This is an optimization exercise on Yosys and OpenROAD, whose aim is small area and a short achievable clock period, not a production implementation. Function was checked by simulation only, so behaviour that the tests miss may differ from the original. Power and IR drop assume default switching activity.

[flow/design.v]
`default_nettype none
package bdpd_pkg;
    localparam int unsigned VALUE_W = 32;
    localparam int unsigned POS_W   = 16;
    localparam int unsigned COUNT_W = 7;
    typedef enum logic [1:0] {
        CMD_PUSH_FRONT = 2'd0,
        CMD_POP_FRONT  = 2'd1,
        CMD_POP_BACK   = 2'd2,
        CMD_DELETE_AT  = 2'd3
    } cmd_t;
    typedef enum logic [1:0] {
        ST_DONE    = 2'd0,
        ST_EMPTY   = 2'd1,
        ST_FULL    = 2'd2,
        ST_IGNORED = 2'd3
    } status_t;
    typedef enum logic [1:0] {
        CELL_HOLD   = 2'd0,
        CELL_PUSH   = 2'd1,
        CELL_REMOVE = 2'd2
    } cell_op_t;
    typedef struct packed {
        cell_op_t           op;
        logic [POS_W-1:0]   del_idx;
    } cell_ctl_t;
    typedef struct packed {
        cmd_t                       command;
        logic signed [VALUE_W-1:0]  value;
        logic signed [POS_W-1:0]    position;
    } in_word_t;
    typedef struct packed {
        status_t                    status;
        logic [COUNT_W-1:0]         count;
        logic signed [VALUE_W-1:0]  front_value;
        logic signed [VALUE_W-1:0]  back_value;
    } out_word_t;
endpackage
`default_nettype wire
`default_nettype none
module bdpd_cell (
    input  wire logic                                clk,
    input  wire logic                                push,
    input  wire logic                                remove,
    input  wire logic [bdpd_pkg::VALUE_W-1:0]        left_value,
    input  wire logic [bdpd_pkg::VALUE_W-1:0]        right_value,
    output logic [bdpd_pkg::VALUE_W-1:0]             value,
    output logic [bdpd_pkg::VALUE_W-1:0]             next_value
);
    logic hold;
    assign hold = ~push & ~remove;
    assign next_value = ({bdpd_pkg::VALUE_W{push}}   & left_value)
                      | ({bdpd_pkg::VALUE_W{remove}} & right_value)
                      | ({bdpd_pkg::VALUE_W{hold}}   & value);
    always_ff @(posedge clk)
    begin
        value <= next_value;
    end
endmodule
`default_nettype wire
`default_nettype none
module bdpd_ctrl #(
    parameter int COUNT_W = 6
) (
    input  wire logic                  start,
    input  wire bdpd_pkg::in_word_t    item,
    input  wire logic [COUNT_W-1:0]    count,
    output logic                       push_en,
    output logic                       rem_en,
    output logic                       front_rm,
    output logic                       back_in,
    output logic                       back_rm,
    output logic                       shift_en,
    output logic [COUNT_W-1:0]         shift_pos,
    output logic                       rem_tail,
    output bdpd_pkg::status_t          status
);
    logic                 is_push;
    logic                 is_popf;
    logic                 is_popb;
    logic                 is_del;
    logic                 pos_small;
    logic [COUNT_W-1:0]   p;
    logic                 del_ok;
    logic                 empty;
    logic                 full;
    logic                 single;
    logic                 front_pos;
    assign empty     = (count == '0);
    assign full      = count[COUNT_W-1];
    assign single    = (count == COUNT_W'(1));
    assign is_push   = start & (item.command == bdpd_pkg::CMD_PUSH_FRONT);
    assign is_popf   = start & (item.command == bdpd_pkg::CMD_POP_FRONT);
    assign is_popb   = start & (item.command == bdpd_pkg::CMD_POP_BACK);
    assign is_del    = start & (item.command == bdpd_pkg::CMD_DELETE_AT);
    assign pos_small = ~|item.position[bdpd_pkg::POS_W-1:COUNT_W];
    assign p         = item.position[COUNT_W-1:0];
    assign del_ok    = pos_small & (p <= count);
    assign front_pos = ~|item.position[bdpd_pkg::POS_W-1:1];
    assign push_en   = is_push & ~full;
    assign rem_en    = ~empty & (is_popf | is_popb | (is_del & del_ok));
    assign front_rm  = ~empty & (is_popf | (is_popb & single) | (is_del & front_pos));
    assign back_in   = push_en & empty;
    assign back_rm   = ~empty & (is_popb | (single & (is_popf | (is_del & front_pos)))
                               | (is_del & pos_small & (p == count)));
    assign rem_tail  = ~empty & (is_popb | (is_del & pos_small
                                 & ((p == count) | ((p + COUNT_W'(1)) == count))));
    assign shift_en   = is_popf | (is_del & pos_small);
    assign shift_pos  = is_popf ? '0 : p;
    always_comb
    begin
        status = bdpd_pkg::ST_DONE;
        case (item.command)
            bdpd_pkg::CMD_PUSH_FRONT: if (full)  status = bdpd_pkg::ST_FULL;
            bdpd_pkg::CMD_POP_FRONT:  if (empty) status = bdpd_pkg::ST_EMPTY;
            bdpd_pkg::CMD_POP_BACK:   if (empty) status = bdpd_pkg::ST_EMPTY;
            default:
                if (empty)        status = bdpd_pkg::ST_EMPTY;
                else if (!del_ok) status = bdpd_pkg::ST_IGNORED;
        endcase
    end
endmodule
`default_nettype wire
`default_nettype none
module bounded_deque_positional_delete_core #(
    parameter int DEPTH = 32
) (
    input  wire logic                  clk,
    input  wire logic                  rst_n,
    input  wire logic                  start,
    input  wire logic [49:0]           item,
    output logic                       busy,
    output logic                       done,
    output logic [72:0]                result
);
    localparam int W       = bdpd_pkg::VALUE_W;
    localparam int COUNT_W = $clog2(DEPTH + 1);
    bdpd_pkg::in_word_t     item_w;
    assign item_w = item;
    logic [W-1:0]           word [DEPTH];
    logic [W-1:0]           word_next [DEPTH];
    logic                   mv_push;
    logic                   mv_shift;
    logic [COUNT_W-1:0]     mv_pos;
    logic [COUNT_W-1:0]     count;
    bdpd_pkg::status_t      status;
    logic                   done_reg;
    logic [W-1:0]           front;
    logic [W-1:0]           back;
    logic                   push_en;
    logic                   rem_en;
    logic                   front_rm;
    logic                   back_in;
    logic                   back_rm;
    logic                   shift_en;
    logic [COUNT_W-1:0]     shift_pos;
    logic                   rem_tail;
    bdpd_pkg::status_t      status_next;
    logic [DEPTH-1:0]       shift;
    logic [W-1:0]           second;
    logic [W-1:0]           pen;
    logic [DEPTH:0]         count_hot;
    logic [DEPTH-1:0]       pen_sel_next;
    logic [DEPTH-1:0]       pen_sel;
    logic                   pen_front_next;
    logic                   pen_front;
    logic                   two;
    bdpd_ctrl #(
        .COUNT_W (COUNT_W)
    ) u_ctrl (
        .start      (start),
        .item       (item_w),
        .count      (count),
        .push_en    (push_en),
        .rem_en     (rem_en),
        .front_rm   (front_rm),
        .back_in    (back_in),
        .back_rm    (back_rm),
        .shift_en   (shift_en),
        .shift_pos  (shift_pos),
        .rem_tail (rem_tail),
        .status     (status_next)
    );
    for (genvar i = 0; i < DEPTH; i++)
    begin : g_shift
        assign shift[i] = mv_shift & (mv_pos <= COUNT_W'(i + 1));
    end
    assign word_next[0] = front;
    always_ff @(posedge clk)
    begin
        word[0] <= word_next[0];
    end
    for (genvar i = 1; i < DEPTH; i++)
    begin : g_cell
        if (i < DEPTH - 1)
        begin : g_mid
            bdpd_cell u_cell (
                .clk         (clk),
                .push        (mv_push),
                .remove      (shift[i]),
                .left_value  (word[i-1]),
                .right_value (word[i+1]),
                .value       (word[i]),
                .next_value  (word_next[i])
            );
        end
        else
        begin : g_last
            bdpd_cell u_cell (
                .clk         (clk),
                .push        (mv_push),
                .remove      (1'b0),
                .left_value  (word[i-1]),
                .right_value (word[i]),
                .value       (word[i]),
                .next_value  (word_next[i])
            );
        end
    end
    assign two = |count[COUNT_W-1:1];
    assign second = word_next[1];
    always_comb
    begin
        for (int i = 0; i <= DEPTH; i++)
            count_hot[i] = (count == COUNT_W'(i));
    end
    always_comb
    begin
        for (int i = 0; i < DEPTH; i++)
        begin
            if (rem_tail)
                pen_sel_next[i] = (i + 3 <= DEPTH) ? count_hot[(i + 3 <= DEPTH) ? i + 3 : 0] : 1'b0;
            else if (rem_en && i == 0)
                pen_sel_next[i] = 1'b0;
            else
                pen_sel_next[i] = (i + 2 <= DEPTH) ? count_hot[(i + 2 <= DEPTH) ? i + 2 : 0] : 1'b0;
        end
    end
    assign pen_front_next = push_en & count_hot[1];
    always_ff @(posedge clk)
    begin
        pen_sel   <= pen_sel_next;
        pen_front <= pen_front_next;
    end
    always_comb
    begin
        pen = {W{pen_front}} & front;
        for (int i = 0; i < DEPTH; i++)
        begin
            if (pen_sel[i])
                pen = pen | word[i];
        end
    end
    always_ff @(posedge clk)
    begin
        mv_pos   <= shift_pos;
        if (start)
            status <= status_next;
    end
    always_ff @(posedge clk or negedge rst_n)
    begin
        if (!rst_n)
        begin
            mv_push  <= 1'b0;
            mv_shift <= 1'b0;
            count    <= '0;
            done_reg <= 1'b0;
            front    <= '0;
            back     <= '0;
        end
        else
        begin
            mv_push  <= push_en;
            mv_shift <= shift_en;
            done_reg <= start;
            if (push_en)
                count <= count + COUNT_W'(1);
            else if (rem_en)
                count <= count - COUNT_W'(1);
            if (push_en)
                front <= item_w.value;
            else if (front_rm)
                front <= two ? second : '0;
            if (back_in)
                back <= item_w.value;
            else if (back_rm)
                back <= pen;
        end
    end
    assign busy   = 1'b0;
    assign done   = done_reg;
    assign result = {status, bdpd_pkg::COUNT_W'(count), front, back};
endmodule
`default_nettype wire
[flow/flow/run.sh]
#!/bin/bash
# The standard layout, with the ports buffered by buf_4 cells instead of
# the default choice; make's full output goes to make.log here
set -euo pipefail
bash standard.sh "BUFFER_PORTS_ARGS=-buffer_cell sky130_fd_sc_hd__buf_4" finish > make.log 2>&1
[flow/standard.sh]
#!/bin/bash
# synth_recipe.tcl (not shown) runs the flow's synth.tcl, then flattens the netlist and writes it again
# the make line also repeats each setting of config.mk as NAME=value (left out here)
make -C /OpenROAD-flow-scripts/flow DESIGN_CONFIG=/design/flow/config.mk WORK_HOME=/design/flow/orfs CLKGATE_MAP_FILE= SYNTH_SCRIPT=/design/flow/synth_recipe.tcl "${@:-finish}"
[flow/config.mk]
export PLATFORM = sky130hd
export DESIGN_NAME = bounded_deque_positional_delete_core
export DESIGN_NICKNAME = bounded_deque_positional_delete_core
export VERILOG_FILES = /design/flow/design.v
export SDC_FILE = /design/flow/constraint.sdc
export NUM_CORES = 4
export LEC_CHECK = 0
export CAP_MARGIN = 20
export CORE_MARGIN = 2
export CORE_UTILIZATION = 45
export PLACE_DENSITY = 0.55
export SETUP_SLACK_MARGIN = 3.4
export SLEW_MARGIN = 20
export TNS_END_PERCENT = 100
[flow/constraint.sdc]
create_clock -name core_clock -period 6.0 [get_ports {clk}]
set_input_delay 1.2000 -clock core_clock [delete_from_list [all_inputs] [get_ports {clk}]]
set_output_delay 1.2000 -clock core_clock [all_outputs]
set_load 0.01 [all_outputs]
==> impl_metrics.csv, run 1 <==
group,metric,value,unit
routing,detail_route.wirelength,245000,um
routing,wl_per_cell,34.7,um
synth,synthesis.yosys.warnings,38,
critical_path,worst_path_largest_cell_delay,0.60,ns
sta,max_clock_freq,378,MHz
sta,timing_hold_violations_final,0,
clock_tree,cts_tree,"done",
layout,regMostFlops,"g_cell.g_mid.u_cell.value",
flow_run,drv.max_cap_violation_count,0,
place,gp_congestion,0.907,
synth,synth_xor_area_frac,0.00147,
synth,synth-compound-area-share,0.255,
floorplan,chipWidth,329,um
floorplan,dieArea,0.108,mm2
critical_path,worst_setup_path_start_kind,"register",
sta,tightest_slew,1.14,ns
critical_path,critical_path_slowest_stage_cell,"buf_6",
synth,synth_sequential_area_ratio,0.493,
routing,initialDrtViolationCount,8536,
global_routing,grt_pass1_vias,43700,
critical_path,worstPathCellList,"nand2b_4 > nor3_4 > a21boi_4 > buf_6 > a22oi_1 > nand2_1",
clock_tree,cts.htree.levels,4,
routing,drc,0,
floorplan,number_of_standard_cell_rows_in_the_floorplan,119,
power_and_ir_drop,irDropWorstVdd,0.000295,V
global_routing,grt_remaining_overflow,0,
global_routing,groute.usage.overall,0.438,
global_routing,grt_max_degree,172,
clock_tree,clock_sink_count,1137,
critical_path,worst_path_depth,6,
synth,syn-instance-count,5512,
synth,synth_top_flop_cell,"dfxtp_1",
synth,synth_adder_area_share,0.00421,
clock_tree,ctsRootBufferMaster,"clkbuf_16",
routing,routed-via-count,48500,
power_and_ir_drop,post-layout-total-power,22800,uW
critical_path,critPathCaptureType,"register",
floorplan,floorplan.io_pins,128,
routing,vias_per_cell,6.88,
synth,netlist_area,0.0476,mm2
layout,share_of_cells_above_drive_strength_1,0.130,
clock_tree,clk_pin_slew,0.06,ns
clock_tree,clk-insertion-delay-late,0.78,ns
critical_path,worstSetupPathType,"register to register",
sta,setup-violations-final,0,
floorplan,initial_core_util,0.452,
critical_path,cp_data_required_time,6.69,ns
floorplan,die_h,329,um
layout,finish.net_count,5618,
power_and_ir_drop,ratio_of_total_power_to_cell_area,409,mW/mm2
synth,syn-mean-instance-area,8.63,um2
synth,synthesized_flop_and_latch_total,1137,
sta,worst_slew_margin_rel,0.238,
floorplan,placeable_core_region,0.105,mm2
layout,area.growth.synth_to_final,17.1,%
global_routing,initial_antenna_violation_count,12,
critical_path,arrival,3.34,ns
place,port-buffer-count,125,
critical_path,critical_path.top_delay_family,"simple AND/OR/NAND/NOR gates",
routing,drt-pass1-iter-count,7,
synth,dominant_combinational_cell_family_by_area_after_synthesis,"compound AO/OA/AOI/OAI gates",
sta,setup_repair_after_global_routing_missed_its_margin,"no",
hold_path,hold-path-cell-count,2,
synth,synth-edff-count,34,
sta,timing.final.max_slew_violations,0,
sta,fin_skew,0.0402,ns
critical_path,crit_buf_inv,1,
sta,post_route_setup_tns,0,ns
synth,synth_cell_types,74,
clock_tree,cts_stage_hold_buffer_count,0,
outcome,run_status,"timing/DRC/antenna clean",
layout,largest_reg_flops,960,
sta,post-route-min-period,2.64,ns
critical_path,ff_to_ff_path_depth,6,
synth,yosys.area_share.simple,0.196,
global_routing,grt_first_pass_wirelength,337000,um
sta,period_share,0.441,
synth,ys_async_sr_fraction,0.0642,
hold_path,timing.hold.worst.class,"register to register",
routing,ant_nets,0,
clock_tree,cts.path.max_buffers,3,
synth,synth.area.mux_share,0.0116,
clock_tree,cts_inserted_buffers,130,
critical_path,worstPathMaxFanout,27,
power_and_ir_drop,power.static_leakage,0.0238,uW
place,detailed_place_hpwl,134000,um
## cells by family (layout without fill, tap and decap cells)
kind of cell               Yosys count  in the layout
and+or+nand+nor                   2265           2266
adders and majority gates           16             16
buffers and inverters              444            587
DFF                               1137           1137
other                                1             15
xor gates and xnor gates             8              8
muxes                               40             40
AOI/OAI and AO/OA                 1601           1601
## placed cells by master (no fill, tap or decap), types with 7 or more instances in the layout
master / instances
clkbuf_16: 134
nor4_4: 10
dfrtp_1: 50
dfxtp_2: 32
ha_1: 13
edfxtp_1: 34
dfrtp_2: 22
clkbuf_1: 45
nand3_1: 9
mux2_4: 31
buf_6: 16
bufinv_16: 7
a31oi_4: 9
nor4_2: 7
a22oi_1: 1439
clkinv_2: 18
nand2_1: 1877
dfxtp_1: 996
inv_1: 10
nor4_1: 18
a21oi_4: 12
a21oi_1: 34
clkbuf_8: 24
and2_1: 40
buf_4: 301
buf_12: 11
nor3b_1: 32
a221o_1: 64
nand4_1: 140
nor2_4: 34
diode_2: 13
nor2_1: 63
## stage by stage
stage | instances | setup slack, ns | utilization | hold slack (ns) | instance area [um2]
final | 7061 | 3.36 | 0.530 | 0.440 | 55700
after global routing | 7048 | 3.40 | 0.529 | 0.458 | 55600
after CTS | 7038 | 3.31 | 0.527 | 0.434 | 55400
after detailed placement | 6728 | 2.01 | 0.479 | 0.432 | 50300
after global placement | 6724 | 2.04 | 0.478 | 0.431 | 50200
after floorplan | 5513 | 3.07 | - | 0.428 | 47700
## cell type report
type                    instances  area [um2]
clock buffers                 203        3850
repair buffers                335        2850
inverters                      12        46.3
clock inverters                37         440
multi-input cells            3933       23200
flip-flops and latches       1137       23500
well taps                    1391        1740
diodes                         13        32.5
fillers                      9829       49400
## per-layer routing
layer  vias up  share of wire  global-route usage
li1      20200              -                   -
met1     23300           0.38               0.593
met2      4051           0.40               0.608
met3       953           0.15               0.145
met4        12          0.064               0.250
met5         -        0.00064                   0
## synthesized netlist by cell type (9+ instances only)
cell	n	area (um2)
a221o_1	64	641
dfxtp_1	1030	20600
dfrtp_1	73	1830
nor3b_1	33	248
nand3_1	10	50.1
clkbuf_1	390	1460
buf_1	9	33.8
ha_1	16	200
nor4_1	34	213
nand4_1	140	876
mux2_4	27	405
a22oi_1	1439	10800
nand2_1	1878	7050
and2_1	41	257
edfxtp_1	34	1020
buf_2	18	90.1
a21oi_1	45	225
inv_1	11	41.3
nor2_1	96	360
## power by group
group | leakage, uW | total, uW | switching (uW) | internal, uW
sequential | 0.00962 | 10600 | 1690 | 8870
combinational | 0.0120 | 4110 | 2750 | 1360
clock | 0.00211 | 8110 | 3370 | 4740
## worst min-delay path: cells and delay by family (launching register included)
family	cells	cell delay, ns
flops	1	0.32
simple gates	1	0.05
compound gates	1	0.06
## path summary, 6_finish.rpt
| kind | from | endpoint | slack (ns) |
|---|---|---|---|
| worst max register to register | mv_shift$_DFF_PN0_ | g_cell[3].g_mid.u_cell.value[28]$_DFF_P_ | 3.36 |
| worst min-delay path | register | g_cell[30].g_mid.u_cell.value[8]$_DFF_P_ | 0.44 |
| worst min register to register | register | g_cell[30].g_mid.u_cell.value[8]$_DFF_P_ | 0.44 |
| max in group asynchronous | rst_n | count[4]$_DFFE_PN0P_ | 4.36 |
| worst max-delay path | mv_shift$_DFF_PN0_ | g_cell[3].g_mid.u_cell.value[28]$_DFF_P_ | 3.36 |
| min in group asynchronous | rst_n | back[2]$_DFFE_PN0P_ | 0.45 |
## what timing repair did
item                       4_1_cts  5_1_grt
gates cloned                     2        0
hold endpoints to repair         0        0
buffers inserted                68       10
pin swaps                       30        6
resized for setup               58       23
setup endpoints to repair      832      148
==> run 2: changes to the inputs <==
--- a/flow/config.mk
+++ b/flow/config.mk
@@ -9,4 +9,6 @@
 export CORE_MARGIN = 2
 export CORE_UTILIZATION = 45
+export CTS_CLUSTER_DIAMETER = 100
+export CTS_CLUSTER_SIZE = 20
 export PLACE_DENSITY = 0.55
 export SETUP_SLACK_MARGIN = 3.4
==> impl_metrics.csv, run 2 <==
group,metric,value,unit
outcome,run_status,"timing/DRC/antenna clean",
clock_tree,clk-insertion-delay-late,0.69,ns
power_and_ir_drop,post-layout-total-power,19600,uW
floorplan,floorplan.io_pins,128,
global_routing,initial_antenna_violation_count,8,
sta,max_clock_freq,374,MHz
floorplan,die_h,329,um
synth,synth_cell_types,74,
clock_tree,clk_pin_slew,0.09,ns
flow_run,drv.max_cap_violation_count,0,
routing,wl_met1,93800,um
clock_tree,clock_sink_count,1137,
global_routing,grt_remaining_overflow,0,
clock_tree,ctsRootBufferMaster,"clkbuf_16",
sta,timing_hold_violations_final,0,
place,port-buffer-count,125,
routing,drc,0,
routing,met3WireLength,35000,um
power_and_ir_drop,irDropWorstVdd,0.000264,V
clock_tree,cts.htree.levels,3,
place,detailed_place_hpwl,134000,um
hold_path,timing.hold.worst.class,"register to register",
global_routing,grt_max_degree,172,
place,gp_congestion,0.907,
routing,ant_nets,0,
place,dpl-instance-area,0.0503,mm2
global_routing,grt_first_pass_wirelength,334000,um
sta,period_share,0.446,
critical_path,worstPathMaxFanout,17,
synth,syn-instance-count,5512,
synth,synthesis.yosys.warnings,38,
synth,netlist.area_leader.share,0.434,
layout,share_of_cells_above_drive_strength_1,0.108,
synth,ys_async_sr_fraction,0.0642,
layout,regMostFlops,"g_cell.g_mid.u_cell.value",
layout,highest_count_cells_in_the_layout_ignoring_fill_and_taps,"nand2_1 (1,877), a22oi_1 (1,439), dfxtp_1 (996)",
synth,netlist_top_cells_area,"dfxtp_1 (43%), a22oi_1 (23%), nand2_1 (15%)",
synth,netlist_area,0.0476,mm2
routing,top_layer,"met5",
critical_path,worst_path_largest_cell_delay,0.68,ns
critical_path,worst_setup_path_start_kind,"register",
synth,synth-edff-count,34,
layout,area.growth.synth_to_final,12.0,%
global_routing,groute.usage.overall,0.434,
layout,final_core_utilization,0.507,
critical_path,worstSetupPathType,"register to register",
synth,synth_area_leader_cell,"dfxtp_1",
clock_tree,cts_stage_hold_buffer_count,0,
routing,drt-pass1-iter-count,8,
routing,initialDrtViolationCount,8514,
floorplan,number_of_standard_cell_rows_in_the_floorplan,119,
synth,synth_sequential_area_ratio,0.493,
floorplan,initial_core_util,0.452,
floorplan,dieArea,0.108,mm2
global_routing,grt_pass1_vias,42800,
critical_path,critPathCaptureType,"register",
layout,finish.net_count,5544,
sta,tightest_slew,1.20,ns
sta,post-route-min-period,2.68,ns
power_and_ir_drop,power.static_leakage,0.0226,uW
synth,synthesized_flop_and_latch_total,1137,
sta,post_route_setup_tns,0,ns
critical_path,cp_data_required_time,6.57,ns
synth,synth_top_flop_cell,"dfxtp_1",
critical_path,arrival,3.25,ns
sta,timing.final.max_slew_violations,0,
synth,ys_top_cells_by_count,"nand2_1 (1,878), a22oi_1 (1,439), dfxtp_1 (1,030)",
layout,final.fill_count,10000,
critical_path,worstPathCellList,"buf_4 > a22oi_1 > nand4_1 > nor4_2 > a21oi_1 > mux2_4",
layout,most_common_cell_after_layout_fill_and_taps_aside,"nand2_1",
synth,syn-mean-instance-area,8.63,um2
routing,wl_per_cell,35.3,um
routing,vias_per_cell,6.93,
clock_tree,cts_tree,"done",
synth,synth.most_common_cell,"nand2_1",
floorplan,placeable_core_region,0.105,mm2
floorplan,chipWidth,329,um
sta,setup_repair_after_global_routing_missed_its_margin,"yes",
routing,routed-via-count,47900,
power_and_ir_drop,ratio_of_total_power_to_cell_area,369,mW/mm2
critical_path,critical_path_slowest_stage_cell,"dfxtp_2",
layout,layout.cell_area.non_filler,0.0533,mm2
routing,detail_route.wirelength,244000,um
routing,dr_wl_met2,97000,um
sta,worst_slew_margin_rel,0.197,
clock_tree,cts.path.max_buffers,3,
clock_tree,cts_inserted_buffers,67,
sta,setup-violations-final,0,
sta,fin_skew,0.0272,ns
layout,largest_reg_flops,960,
[run 2: cell types whose count changed in the layout (fill, tap and decap cells not counted), sizes merged]
cell / previous run / this run
buf: 334 / 323
bufinv: 7 / 0
clkbuf: 203 / 103
clkinv: 24 / 1
clkinvlp: 1 / 2
diode: 13 / 5
inv: 17 / 12
[run 2: layer usage]
metal,global-route usage,vias to the layer above
met1,0.593,23100
met3,0.129,967
met2,0.606,3829
li1,-,19900
met5,0,-
met4,0.245,8
[run 2: cell type report]
cell class	instances	area [um2]	share of cell area
diodes	5	12.5	0.000235
multi-input cells	3933	23200	0.435
clock buffers	103	1940	0.0364
clock inverters	3	27.5	0.000517
well taps	1391	1740	0.0327
inverters	12	50.0	0.000939
flip-flops and latches	1137	23500	0.442
repair buffers	324	2780	0.0523
[run 2: where the power goes]
part	total (uW)	leakage (uW)	internal, uW	switching (uW)
clock network	5020	0.000947	2250	2770
logic	4010	0.0120	1330	2670
registers	10600	0.00964	8850	1760
total	19600	0.0226	12400	7210
[run 2: per-stage QoR]
stage / setup slack (ns) / hold slack [ns] / instances
2_1_floorplan: 3.07 / 0.428 / 5513
3_3_place_gp: 2.04 / 0.431 / 6724
3_5_place_dp: 2.01 / 0.432 / 6728
4_1_cts: 3.40 / 0.453 / 6886
5_1_grt: 3.35 / 0.469 / 6903
6_report: 3.32 / 0.451 / 6908
[run 2: cells by family after synthesis]
kind of cell             count (synthesis)  share of synthesized area
other                                    1                  0.0000789
AO/OA/AOI/OAI                         1601                      0.255
flip-flops                            1137                      0.493
adder cells (fa/ha/maj)                 16                    0.00421
multiplexers                            40                     0.0116
AND/OR/NAND/NOR                       2265                      0.196
buffers and inverters                  444                     0.0381
XOR/XNOR                                 8                    0.00147
[run 2: timing repair]
item / in CTS / in global routing
pin swaps: 30 / 6
setup buffers: 50 / 17
endpoints found under the hold margin: 0 / 0
gates cloned: 2 / 0
gates resized for setup: 49 / 23
setup endpoints to repair: 828 / 130
[run 2: path summary, 6_finish.rpt]
check,startpoint,endpoint,slack [ns],cells after the start
min,register,g_cell[30].g_mid.u_cell.value[27]$_DFF_P_,0.45,2
max,pen_sel[25]$_DFF_P_,back[24]$_DFFE_PN0P_,3.32,6
max reg2reg,pen_sel[25]$_DFF_P_,back[24]$_DFFE_PN0P_,3.32,6
max in group asynchronous,rst_n,mv_push$_DFF_PN0_,4.28,2
min in group asynchronous,rst_n,back[2]$_DFFE_PN0P_,0.54,1
min reg2reg,register,g_cell[30].g_mid.u_cell.value[27]$_DFF_P_,0.45,2
[run 2: worst max-delay path, delay by kind of cell, from the launching register on]
family	cells	cell delay, ns
buffers and inverters	1	0.47
AO/OA/AOI/OAI	2	0.40
flip-flops	1	0.68
multiplexers	1	0.28
AND/OR/NAND/NOR	2	0.69
==> run 3: changes to the inputs <==
--- a/flow/config.mk
+++ b/flow/config.mk
@@ -10,5 +10,5 @@
 export CORE_UTILIZATION = 45
 export CTS_CLUSTER_DIAMETER = 100
-export CTS_CLUSTER_SIZE = 20
+export CTS_CLUSTER_SIZE = 25
 export PLACE_DENSITY = 0.55
 export SETUP_SLACK_MARGIN = 3.4
==> impl_metrics.csv, run 3 <==
group,metric,value,unit
clock_tree,clock_sink_count,1137,
routing,initialDrtViolationCount,8833,
power_and_ir_drop,power.internal,11900,uW
clock_tree,clk-insertion-delay-late,0.72,ns
critical_path,critical_path_slowest_stage_cell,"nor4_1",
critical_path,worstPathMaxFanout,17,
sta,post-route-min-period,2.71,ns
synth,synth.area.mux_share,0.0116,
floorplan,number_of_standard_cell_rows_in_the_floorplan,119,
hold_path,hold-path-cell-count,2,
synth,synth.most_common_cell,"nand2_1",
global_routing,grt_remaining_overflow,0,
sta,fin_skew,0.0378,ns
power_and_ir_drop,power.static_leakage,0.0224,uW
power_and_ir_drop,power_switching,7090,uW
synth,synthesized_flop_and_latch_total,1137,
sta,hold_ws,0.448,ns
synth,synth_adder_area_share,0.00421,
synth,syn-instance-count,5512,
power_and_ir_drop,clkPwrFrac,0.230,
floorplan,floorplan.io_pins,128,
floorplan,placeable_core_region,0.105,mm2
synth,synth-compound-area-share,0.255,
global_routing,groute.usage.overall,0.433,
layout,finish.net_count,5537,
layout,highest_count_cells_in_the_layout_ignoring_fill_and_taps,"nand2_1 (1,877), a22oi_1 (1,439), dfxtp_1 (996)",
critical_path,worst_path_depth,7,
synth,syn-mean-instance-area,8.63,um2
critical_path,cp_data_required_time,6.59,ns
place,gp_congestion,0.907,
sta,worst_slew_margin_rel,0.171,
routing,drt-pass1-iter-count,10,
routing,routed-via-count,48000,
critical_path,critPathCaptureType,"register",
power_and_ir_drop,seq_power_share,0.558,
clock_tree,clk_pin_slew,0.11,ns
sta,setup-violations-final,0,
critical_path,reg2reg_from,"pen_front$_DFF_P_",
place,detailed_place_hpwl,134000,um
routing,vias_per_cell,6.95,
sta,max_clock_freq,369,MHz
sta,setup_repair_after_global_routing_missed_its_margin,"yes",
synth,yosys.area_share.simple,0.196,
routing,ant_nets,0,
layout,multi_input_comb_area,0.0232,mm2
critical_path,r2r_setup_slack,3.29,ns
clock_tree,cts.htree.levels,2,
routing,drc,0,
global_routing,grt_pass1_vias,42600,
critical_path,worst_r2r_endpoint,"back[6]$_DFFE_PN0P_",
synth,dominant_combinational_cell_family_by_area_after_synthesis,"compound AO/OA/AOI/OAI gates",
floorplan,die_h,329,um
layout,regMostFlops,"g_cell.g_mid.u_cell.value",
sta,timing_hold_violations_final,0,
sta,postLayoutSetupSlackWorst,3.29,ns
power_and_ir_drop,p_sw_frac,0.373,
place,port-buffer-count,125,
power_and_ir_drop,ratio_of_total_power_to_cell_area,359,mW/mm2
place,preCtsSetupSlack,2.01,ns
sta,period_share,0.451,
critical_path,critical_path.top_delay_family,"simple AND/OR/NAND/NOR gates",
critical_path,worstPathCellList,"buf_4 > buf_4 > a22oi_1 > nand4_1 > nor4_1 > a21oi_1 > mux2_4",
clock_tree,cts_stage_hold_buffer_count,0,
floorplan,chipWidth,329,um
power_and_ir_drop,irDropWorstVdd,0.000263,V
critical_path,worst_path_largest_cell_delay,0.66,ns
clock_tree,cts_inserted_buffers,52,
synth,synth_top_flop_cell,"dfxtp_1",
hold_path,timing.hold.worst_endpoint,"g_cell[30].g_mid.u_cell.value[27]$_DFF_P_",
hold_path,timing.hold.worst.class,"register to register",
synth,ys_top_cells_by_count,"nand2_1 (1,878), a22oi_1 (1,439), dfxtp_1 (1,030)",
clock_tree,cts.path.max_buffers,3,
layout,final.fill_count,10100,
clock_tree,ctsRootBufferMaster,"clkbuf_16",
global_routing,grt_first_pass_wirelength,334000,um
synth,synthesis.yosys.warnings,38,
synth,synth_xor_area_frac,0.00147,
critical_path,arrival,3.30,ns
synth,netlist.area_leader.share,0.434,
floorplan,dieArea,0.108,mm2
synth,synth_area_leader_cell,"dfxtp_1",
layout,area.growth.synth_to_final,11.2,%
synth,netlist_area,0.0476,mm2
routing,detail_route.wirelength,244000,um
critical_path,worst_setup_path_start_kind,"register",
critical_path,worstSetupPathType,"register to register",
synth,synth-edff-count,34,
global_routing,initial_antenna_violation_count,7,
synth,netlist_top_cells_area,"dfxtp_1 (43%), a22oi_1 (23%), nand2_1 (15%)",
synth,synth_sequential_area_ratio,0.493,
layout,most_common_cell_after_layout_fill_and_taps_aside,"nand2_1",
sta,tightest_slew,1.24,ns
sta,post_route_setup_tns,0,ns
layout,layout.cell_area.non_filler,0.0529,mm2
global_routing,grt_max_degree,172,
sta,timing.final.max_slew_violations,0,
layout,share_of_cells_above_drive_strength_1,0.108,
floorplan,initial_core_util,0.452,
critical_path,timing.critical_path.mode_cell,"buf_4",
clock_tree,cts_tree,"done",
layout,seqCellArea,0.0235,mm2
synth,ys_async_sr_fraction,0.0642,
outcome,run_status,"timing/DRC/antenna clean",
synth,synth_cell_types,74,
critical_path,crit_buf_inv,2,
critical_path,ff_to_ff_path_depth,7,
layout,largest_reg_flops,960,
routing,wl_per_cell,35.3,um
flow_run,drv.max_cap_violation_count,0,
place,dpl-instance-area,0.0503,mm2
power_and_ir_drop,portion_of_total_power_attributed_to_combinational_logic,0.211,
## run 3: cell counts after synthesis
No cell type changed its count.
## run 3: power by group through the flow
stage | Clock (uW) | Sequential, uW | Combinational [uW]
after floorplan | 0 | 9930 | 2000
after detailed placement | 0 | 10700 | 3540
final | 4380 | 10600 | 4010
after global placement | 0 | 10700 | 3480
after global routing | 4600 | 10700 | 4150
after CTS | 4380 | 10500 | 3760
## run 3: area by class of cell
type | instances | share of cell area
sequential | 1137 | 0.445
multi-input combinational | 3933 | 0.438
timing repair buffer | 332 | 0.0539
tap | 1391 | 0.0329
clock buffer | 80 | 0.0282
inverter | 12 | 0.000875
clock inverter | 4 | 0.000639
antenna | 6 | 0.000284
## run 3: through the flow
stage	utilization	total power, uW	std cells
finish	0.503	19000	6895
CTS	0.500	18600	6869
global placement	0.478	14200	6724
floorplan	-	11900	5513
global route	0.503	19500	6889
detailed placement	0.479	14200	6728
## run 3: worst max path at each step
stage,endpoint,from,slack [ns]
6_report,back[6]$_DFFE_PN0P_,pen_front$_DFF_P_,3.29
5_1_grt,back[23]$_DFFE_PN0P_,pen_sel[25]$_DFF_P_,3.33
4_1_cts,back[31]$_DFFE_PN0P_,count[4]$_DFFE_PN0P_,3.39
3_5_place_dp,back[31]$_DFFE_PN0P_,item[11],2.01
3_3_place_gp,back[31]$_DFFE_PN0P_,item[11],2.04
2_1_floorplan,front[10]$_DFFE_PN0P_,item[48],3.07
## run 3: routing by layer
metal	global-route usage	vias to the layer above	routed length (um)
li1	-	19900	-
met1	0.596	23200	93500
met2	0.605	3890	96800
met3	0.127	978	36000
met4	0.236	8	17300
met5	0	-	68
## run 3: cell families (layout without fill, tap and decap cells)
logic type / after synthesis / count (layout)
and+or+nand+nor: 2265 / 2266
xor gates and xnor gates: 8 / 8
buffers and inverters: 444 / 428
muxes: 40 / 40
AOI/OAI and AO/OA: 1601 / 1601
DFF: 1137 / 1137
other: 1 / 8
adders and majority gates: 16 / 16
## run 3: worst reg2reg max path, delay by kind of cell, from the launching register on
family,cells,cell delay (ns)
simple gates,2,0.81
compound gates,2,0.58
flops,1,0.32
mux,1,0.27
buf+inv,2,0.61
## run 3: what timing repair did
| action | CTS | global route |
|---|---|---|
| setup endpoints to repair | 836 | 168 |
| pin swaps | 28 | 7 |
| gates cloned | 1 | 1 |
| resized for setup | 55 | 22 |
| buffers inserted | 56 | 19 |

## afterwards: timing with drivers on the ports
In the flow no input, the clock included, has a driving cell. The finished layouts below were timed again as built, in two steps. Step 1: set_driving_cell puts a clkbuf_16 on clk and a buf_2 on each other input, an assumption about the parent block. Step 2 moves the port delays by t, midway between the first and last clock arrival at a register: inputs arrive t later, outputs are due t later. That takes back most of the time a late clock gives input paths. a / b / c = ideal ports / drivers / drivers and shift; a / b = the first two.
run | shift t [ns] | setup WS [ns] | hold WS [ns]
run 1 | 0.837 | 3.356 / 3.331 / 2.687 | 0.440 / 0.399 / 0.440
run 2 | 0.751 | 3.324 / 3.307 / 2.708 | 0.451 / 0.451 / 0.451
run 3 | 0.778 | 3.293 / 3.282 / 2.694 | 0.448 / 0.448 / 0.448
After both steps setup and hold are still met in every run listed. The setup slack of run 1, which loses most, moves by -0.025 ns with the drivers and by -0.669 ns with both steps.
